From an optimization exercise on the open Yosys and OpenROAD flow, aimed at small area and a short achievable clock period; shortcuts taken in it are not production practice. Where RTL was checked, it was by simulation tests only, not by an equivalence proof against the original. Power is estimated from default activity; no workload was simulated.

==> flow/design.v <==
module rc4_memory_bank #(
  parameter int                          S_DEPTH        = 256,
  parameter int                          MSG_DEPTH      = 32,
  parameter int                          DATA_W         = 8,
  parameter logic [MSG_DEPTH*DATA_W-1:0] ENC_INIT_IMAGE =
    256'hc9dc233605081f6271444b5eadb0878a99ecf3c6d5d82f3201141b6e7d40575a
) (
  input  logic              clk,
  input  logic              rst,
  input  logic [7:0]        s_address,
  input  logic [DATA_W-1:0] s_data,
  input  logic              s_wren,
  output logic [DATA_W-1:0] s_q,
  input  logic [7:0]        enc_address,
  output logic [DATA_W-1:0] enc_q,
  input  logic [7:0]        dec_address,
  input  logic [DATA_W-1:0] dec_data,
  input  logic              dec_wren,
  output logic [DATA_W-1:0] dec_q
);
  localparam int S_AW   = $clog2(S_DEPTH);
  localparam int MSG_AW = $clog2(MSG_DEPTH);
  logic [2*S_DEPTH-1:0] s_wsel;
  logic [S_DEPTH-1:0]   s_rsel_n;
  rc4mb_wdec #(.AW(S_AW), .NS(2)) u_s_wdec (
    .addr(s_address[S_AW-1:0]), .we(rst & s_wren), .sel(s_wsel)
  );
  rc4mb_rdec #(.AW(S_AW)) u_s_rdec (
    .addr(s_address[S_AW-1:0]), .sel_n(s_rsel_n)
  );
  logic [DATA_W-1:0] s_mem [S_DEPTH];
  logic [DATA_W-1:0] s_rd;
  always_ff @(posedge clk) begin
    for (int w = 0; w < S_DEPTH; w++) begin
      if (s_wsel[w])
        s_mem[w][DATA_W/2-1:0] <= s_data[DATA_W/2-1:0];
      if (s_wsel[S_DEPTH + w])
        s_mem[w][DATA_W-1:DATA_W/2] <= s_data[DATA_W-1:DATA_W/2];
    end
  end
  logic [S_DEPTH*DATA_W-1:0] s_words;
  for (genvar w = 0; w < S_DEPTH; w++) begin : g_s_words
    assign s_words[w*DATA_W +: DATA_W] = s_mem[w];
  end
  localparam int S_NQ = (S_DEPTH >= 128) ? S_DEPTH / 128 : 1;
  logic [S_NQ*DATA_W-1:0] s_rd_n;
  rc4mb_rdmux #(.N(S_DEPTH), .W(DATA_W), .NQ(S_NQ)) u_s_rdmux (
    .sel_n(s_rsel_n), .words(s_words), .q_n(s_rd_n)
  );
  logic [DATA_W-1:0] s_part_q [S_NQ];
  always_ff @(posedge clk or negedge rst) begin
    if (!rst) begin
      for (int i = 0; i < S_NQ; i++) s_part_q[i] <= '0;
    end else begin
      s_part_q[0] <= s_wren ? s_data : ~s_rd_n[0 +: DATA_W];
      for (int i = 1; i < S_NQ; i++)
        s_part_q[i] <= s_wren ? '1 : ~s_rd_n[i*DATA_W +: DATA_W];
    end
  end
  always_comb begin
    s_rd = '1;
    for (int i = 0; i < S_NQ; i++) s_rd = s_rd & s_part_q[i];
    s_q = s_rd;
  end
  logic [MSG_DEPTH-1:0] d_wsel, d_rsel_n;
  rc4mb_wdec #(.AW(MSG_AW)) u_d_wdec (
    .addr(dec_address[MSG_AW-1:0]), .we(rst & dec_wren), .sel(d_wsel)
  );
  rc4mb_rdec #(.AW(MSG_AW)) u_d_rdec (
    .addr(dec_address[MSG_AW-1:0]), .sel_n(d_rsel_n)
  );
  logic [DATA_W-1:0] dec_mem [MSG_DEPTH];
  logic [DATA_W-1:0] d_rd;
  always_ff @(posedge clk) begin
    for (int w = 0; w < MSG_DEPTH; w++)
      if (d_wsel[w]) dec_mem[w] <= dec_data;
  end
  logic [MSG_DEPTH*DATA_W-1:0] d_words;
  for (genvar w = 0; w < MSG_DEPTH; w++) begin : g_d_words
    assign d_words[w*DATA_W +: DATA_W] = dec_mem[w];
  end
  localparam int D_NQ = (MSG_DEPTH >= 128) ? MSG_DEPTH / 128 : 1;
  logic [D_NQ*DATA_W-1:0] d_rd_n;
  rc4mb_rdmux #(.N(MSG_DEPTH), .W(DATA_W), .NQ(D_NQ)) u_d_rdmux (
    .sel_n(d_rsel_n), .words(d_words), .q_n(d_rd_n)
  );
  always_comb begin
    d_rd = '0;
    for (int i = 0; i < D_NQ; i++) d_rd = d_rd | d_rd_n[i*DATA_W +: DATA_W];
    d_rd = ~d_rd;
  end
  always_ff @(posedge clk or negedge rst) begin
    if (!rst) dec_q <= '0;
    else      dec_q <= dec_wren ? dec_data : d_rd;
  end
  logic [MSG_DEPTH*DATA_W-1:0] enc_rom;
  assign enc_rom = ENC_INIT_IMAGE;
  always_ff @(posedge clk or negedge rst) begin
    if (!rst) enc_q <= '0;
    else      enc_q <= enc_rom[enc_address[MSG_AW-1:0]*DATA_W +: DATA_W];
  end
  logic unused_addr_bits;
  assign unused_addr_bits = ^{enc_address[7:MSG_AW], dec_address[7:MSG_AW]};
endmodule
module rc4mb_rdmux #(
  parameter int N  = 256,
  parameter int W  = 8,
  parameter int NQ = 2
) (
  input  logic [N-1:0]    sel_n,
  input  logic [N*W-1:0]  words,
  output logic [NQ*W-1:0] q_n
);
  localparam int N1 = N / 2;                  
  localparam int N2 = N1 / 2;                 
  localparam int N3 = N2 / 4;                 
  localparam int N4 = N3 / 2;                 
  localparam int N5 = N4 >= 4 ? N4 / 4 : 1;   
  logic [N1*W-1:0] t1_n;
  logic [N2*W-1:0] t2;
  logic [N3*W-1:0] t3_n;
  logic [N4*W-1:0] t4;
  logic [N5*W-1:0] t5_n;
  for (genvar g = 0; g < N1; g++) begin : g_t1
    for (genvar b = 0; b < W; b++) begin : g_b
      rc4mb_oai22 u_leaf (
        .a1(sel_n[2*g]),   .a2(words[(2*g)*W + b]),
        .b1(sel_n[2*g+1]), .b2(words[(2*g+1)*W + b]),
        .y(t1_n[g*W + b])
      );
    end
  end
  for (genvar g = 0; g < N2; g++) begin : g_t2
    rc4mb_nor #(.N(2), .W(W)) u_nor (.a(t1_n[2*g*W +: 2*W]), .y(t2[g*W +: W]));
  end
  for (genvar g = 0; g < N3; g++) begin : g_t3
    rc4mb_nand #(.N(4), .W(W)) u_nand (.a(t2[4*g*W +: 4*W]), .y(t3_n[g*W +: W]));
  end
  for (genvar g = 0; g < N4; g++) begin : g_t4
    rc4mb_nor #(.N(2), .W(W)) u_nor (.a(t3_n[2*g*W +: 2*W]), .y(t4[g*W +: W]));
  end
  if (N4 >= 4) begin : g_t5
    for (genvar g = 0; g < N5; g++) begin : g_g
      rc4mb_nand #(.N(4), .W(W)) u_nand (.a(t4[4*g*W +: 4*W]), .y(t5_n[g*W +: W]));
    end
  end else begin : g_t5
    always_comb begin
      t5_n = '1;
      for (int i = 0; i < N4; i++) t5_n = t5_n & t4[i*W +: W];
      t5_n = ~t5_n;
    end
  end
  assign q_n = t5_n;
endmodule
module rc4mb_oai22 (
  input  logic a1,
  input  logic a2,
  input  logic b1,
  input  logic b2,
  output logic y
);
  assign y = ~((a1 | a2) & (b1 | b2));
endmodule
module rc4mb_nand #(
  parameter int N = 4,
  parameter int W = 8
) (
  input  logic [N*W-1:0] a,
  output logic [W-1:0]   y
);
  always_comb begin
    y = '1;
    for (int i = 0; i < N; i++) y = y & a[i*W +: W];
    y = ~y;
  end
endmodule
module rc4mb_nor #(
  parameter int N = 4,
  parameter int W = 8
) (
  input  logic [N*W-1:0] a,
  output logic [W-1:0]   y
);
  always_comb begin
    y = '0;
    for (int i = 0; i < N; i++) y = y | a[i*W +: W];
    y = ~y;
  end
endmodule
module rc4mb_wdec #(
  parameter int AW = 8,
  parameter int NS = 1
) (
  input  logic [AW-1:0]         addr,
  input  logic                  we,
  output logic [NS*(1<<AW)-1:0] sel
);
  localparam int LW = AW / 2;
  localparam int HW = AW - LW;
  logic [(1<<LW)-1:0] lo_n;
  logic [(1<<HW)-1:0] hi_n;
  always_comb begin
    for (int l = 0; l < (1<<LW); l++) lo_n[l] = ~(we & (addr[LW-1:0] == l[LW-1:0]));
    for (int h = 0; h < (1<<HW); h++) hi_n[h] = ~(addr[AW-1:LW] == h[HW-1:0]);
  end
  for (genvar k = 0; k < NS; k++) begin : g_k
    for (genvar w = 0; w < (1<<AW); w++) begin : g_w
      rc4mb_nor #(.N(2), .W(1)) u_sel (
        .a({hi_n[w >> LW], lo_n[w % (1<<LW)]}), .y(sel[k*(1<<AW) + w])
      );
    end
  end
endmodule
module rc4mb_rdec #(
  parameter int AW = 8
) (
  input  logic [AW-1:0]      addr,
  output logic [(1<<AW)-1:0] sel_n
);
  localparam int LW = AW / 2;
  localparam int HW = AW - LW;
  logic [(1<<LW)-1:0] lo;
  logic [(1<<HW)-1:0] hi;
  always_comb begin
    for (int l = 0; l < (1<<LW); l++) lo[l] = (addr[LW-1:0] == l[LW-1:0]);
    for (int h = 0; h < (1<<HW); h++) hi[h] = (addr[AW-1:LW] == h[HW-1:0]);
    for (int w = 0; w < (1<<AW); w++) sel_n[w] = ~(hi[w >> LW] & lo[w % (1<<LW)]);
  end
endmodule
Settings: LEC_CHECK=0, CAP_MARGIN=20, CORE_MARGIN=2, CORE_UTILIZATION=40, CTS_CLUSTER_DIAMETER=80, CTS_CLUSTER_SIZE=30, SETUP_SLACK_MARGIN=3.3, SLEW_MARGIN=20, SYNTH_HIERARCHICAL=1, SYNTH_MINIMUM_KEEP_SIZE=0; clock period 6.0 ns.
run.sh (not shown) runs the stock make flow with config.mk's settings and CLKGATE_MAP_FILE= SYNTH_SCRIPT=/design/flow/synth_recipe.tcl, a recipe that flattens the netlist after the stock synthesis.
The first run ran to the end with no violations.
Then changed:
--- a/flow/design.v
+++ b/flow/design.v
@@ -17,29 +17,24 @@
   input  logic [DATA_W-1:0] dec_data,
   input  logic              dec_wren,
   output logic [DATA_W-1:0] dec_q
 );
   localparam int S_AW   = $clog2(S_DEPTH);
   localparam int MSG_AW = $clog2(MSG_DEPTH);
-  logic [2*S_DEPTH-1:0] s_wsel;
-  logic [S_DEPTH-1:0]   s_rsel_n;
-  rc4mb_wdec #(.AW(S_AW), .NS(2)) u_s_wdec (
+  logic [S_DEPTH-1:0] s_wsel, s_rsel_n;
+  rc4mb_wdec #(.AW(S_AW)) u_s_wdec (
     .addr(s_address[S_AW-1:0]), .we(rst & s_wren), .sel(s_wsel)
   );
   rc4mb_rdec #(.AW(S_AW)) u_s_rdec (
     .addr(s_address[S_AW-1:0]), .sel_n(s_rsel_n)
   );
   logic [DATA_W-1:0] s_mem [S_DEPTH];
   logic [DATA_W-1:0] s_rd;
   always_ff @(posedge clk) begin
-    for (int w = 0; w < S_DEPTH; w++) begin
-      if (s_wsel[w])
-        s_mem[w][DATA_W/2-1:0] <= s_data[DATA_W/2-1:0];
-      if (s_wsel[S_DEPTH + w])
-        s_mem[w][DATA_W-1:DATA_W/2] <= s_data[DATA_W-1:DATA_W/2];
-    end
+    for (int w = 0; w < S_DEPTH; w++)
+      if (s_wsel[w]) s_mem[w] <= s_data;
   end
   logic [S_DEPTH*DATA_W-1:0] s_words;
   for (genvar w = 0; w < S_DEPTH; w++) begin : g_s_words
     assign s_words[w*DATA_W +: DATA_W] = s_mem[w];
   end
   localparam int S_NQ = (S_DEPTH >= 128) ? S_DEPTH / 128 : 1;
@@ -47,23 +42,24 @@
   rc4mb_rdmux #(.N(S_DEPTH), .W(DATA_W), .NQ(S_NQ)) u_s_rdmux (
     .sel_n(s_rsel_n), .words(s_words), .q_n(s_rd_n)
   );
   logic [DATA_W-1:0] s_part_q [S_NQ];
   always_ff @(posedge clk or negedge rst) begin
     if (!rst) begin
-      for (int i = 0; i < S_NQ; i++) s_part_q[i] <= '0;
+      s_part_q[0] <= '1;
+      for (int i = 1; i < S_NQ; i++) s_part_q[i] <= '0;
     end else begin
-      s_part_q[0] <= s_wren ? s_data : ~s_rd_n[0 +: DATA_W];
+      s_part_q[0] <= s_wren ? ~s_data : s_rd_n[0 +: DATA_W];
       for (int i = 1; i < S_NQ; i++)
-        s_part_q[i] <= s_wren ? '1 : ~s_rd_n[i*DATA_W +: DATA_W];
-    end
-  end
-  always_comb begin
-    s_rd = '1;
-    for (int i = 0; i < S_NQ; i++) s_rd = s_rd & s_part_q[i];
-    s_q = s_rd;
+        s_part_q[i] <= s_wren ? '0 : s_rd_n[i*DATA_W +: DATA_W];
+    end
+  end
+  always_comb begin
+    s_rd = '0;
+    for (int i = 0; i < S_NQ; i++) s_rd = s_rd | s_part_q[i];
+    s_q = ~s_rd;
   end
   logic [MSG_DEPTH-1:0] d_wsel, d_rsel_n;
   rc4mb_wdec #(.AW(MSG_AW)) u_d_wdec (
     .addr(dec_address[MSG_AW-1:0]), .we(rst & dec_wren), .sel(d_wsel)
   );
   rc4mb_rdec #(.AW(MSG_AW)) u_d_rdec (
@@ -185,33 +181,28 @@
     y = '0;
     for (int i = 0; i < N; i++) y = y | a[i*W +: W];
     y = ~y;
   end
 endmodule
 module rc4mb_wdec #(
-  parameter int AW = 8,
-  parameter int NS = 1
-) (
-  input  logic [AW-1:0]         addr,
-  input  logic                  we,
-  output logic [NS*(1<<AW)-1:0] sel
+  parameter int AW = 8
+) (
+  input  logic [AW-1:0]      addr,
+  input  logic               we,
+  output logic [(1<<AW)-1:0] sel
 );
   localparam int LW = AW / 2;
   localparam int HW = AW - LW;
   logic [(1<<LW)-1:0] lo_n;
   logic [(1<<HW)-1:0] hi_n;
   always_comb begin
     for (int l = 0; l < (1<<LW); l++) lo_n[l] = ~(we & (addr[LW-1:0] == l[LW-1:0]));
     for (int h = 0; h < (1<<HW); h++) hi_n[h] = ~(addr[AW-1:LW] == h[HW-1:0]);
   end
-  for (genvar k = 0; k < NS; k++) begin : g_k
-    for (genvar w = 0; w < (1<<AW); w++) begin : g_w
-      rc4mb_nor #(.N(2), .W(1)) u_sel (
-        .a({hi_n[w >> LW], lo_n[w % (1<<LW)]}), .y(sel[k*(1<<AW) + w])
-      );
-    end
+  for (genvar w = 0; w < (1<<AW); w++) begin : g_w
+    rc4mb_nor #(.N(2), .W(1)) u_sel (.a({hi_n[w >> LW], lo_n[w % (1<<LW)]}), .y(sel[w]));
   end
 endmodule
 module rc4mb_rdec #(
   parameter int AW = 8
 ) (
   input  logic [AW-1:0]      addr,
Outcome: Die area fell by about 1.1%; setup slack degrades by 0.086 ns; sequential power is about the same; first-iteration DRC count fell by 19%; total power fell by 2.6%; clock power fell by about 7%; cell count fell by about 4%; sequential cell count is unchanged; global-route usage fell by 1.3 points; wire length fell by about 7%; core utilization fell by 0.46 points; combinational power fell by about 10%; design area fell by 2.2%.
No functional check of the RTL was part of the first run of this note.

==> port drivers added, routing unchanged <==
No port has a modelled driver above. Below, the same layouts with a new extraction and two added sets of constraints. Step 1 sets driving cells, clkbuf_16 on the clock port and buf_2 on the other inputs (assumed; they add their load-dependent delay and slew). Step 2 moves the port delays by t, midway between the first and last clock arrival at a register: inputs arrive t later, outputs are due t later. That takes back most of the time a late clock gives input paths. Slacks: no drivers / after step 1 / after step 2; pairs: no drivers / after step 1.
run | shift t [ns] | setup WS [ns] | clock arrival spread, ns | worst slew at a driven data input, ns
the first run | 0.863 | 3.199 / 3.110 / 2.327 | 0.063 / 0.063 | 0.17
the second run | 0.859 | 3.113 / 3.029 / 2.364 | 0.041 / 0.042 | 0.16
After both steps setup and hold are still met in every run listed. The setup slack of the first run, which loses most, moves by -0.089 ns with the drivers and by -0.872 ns with both steps.
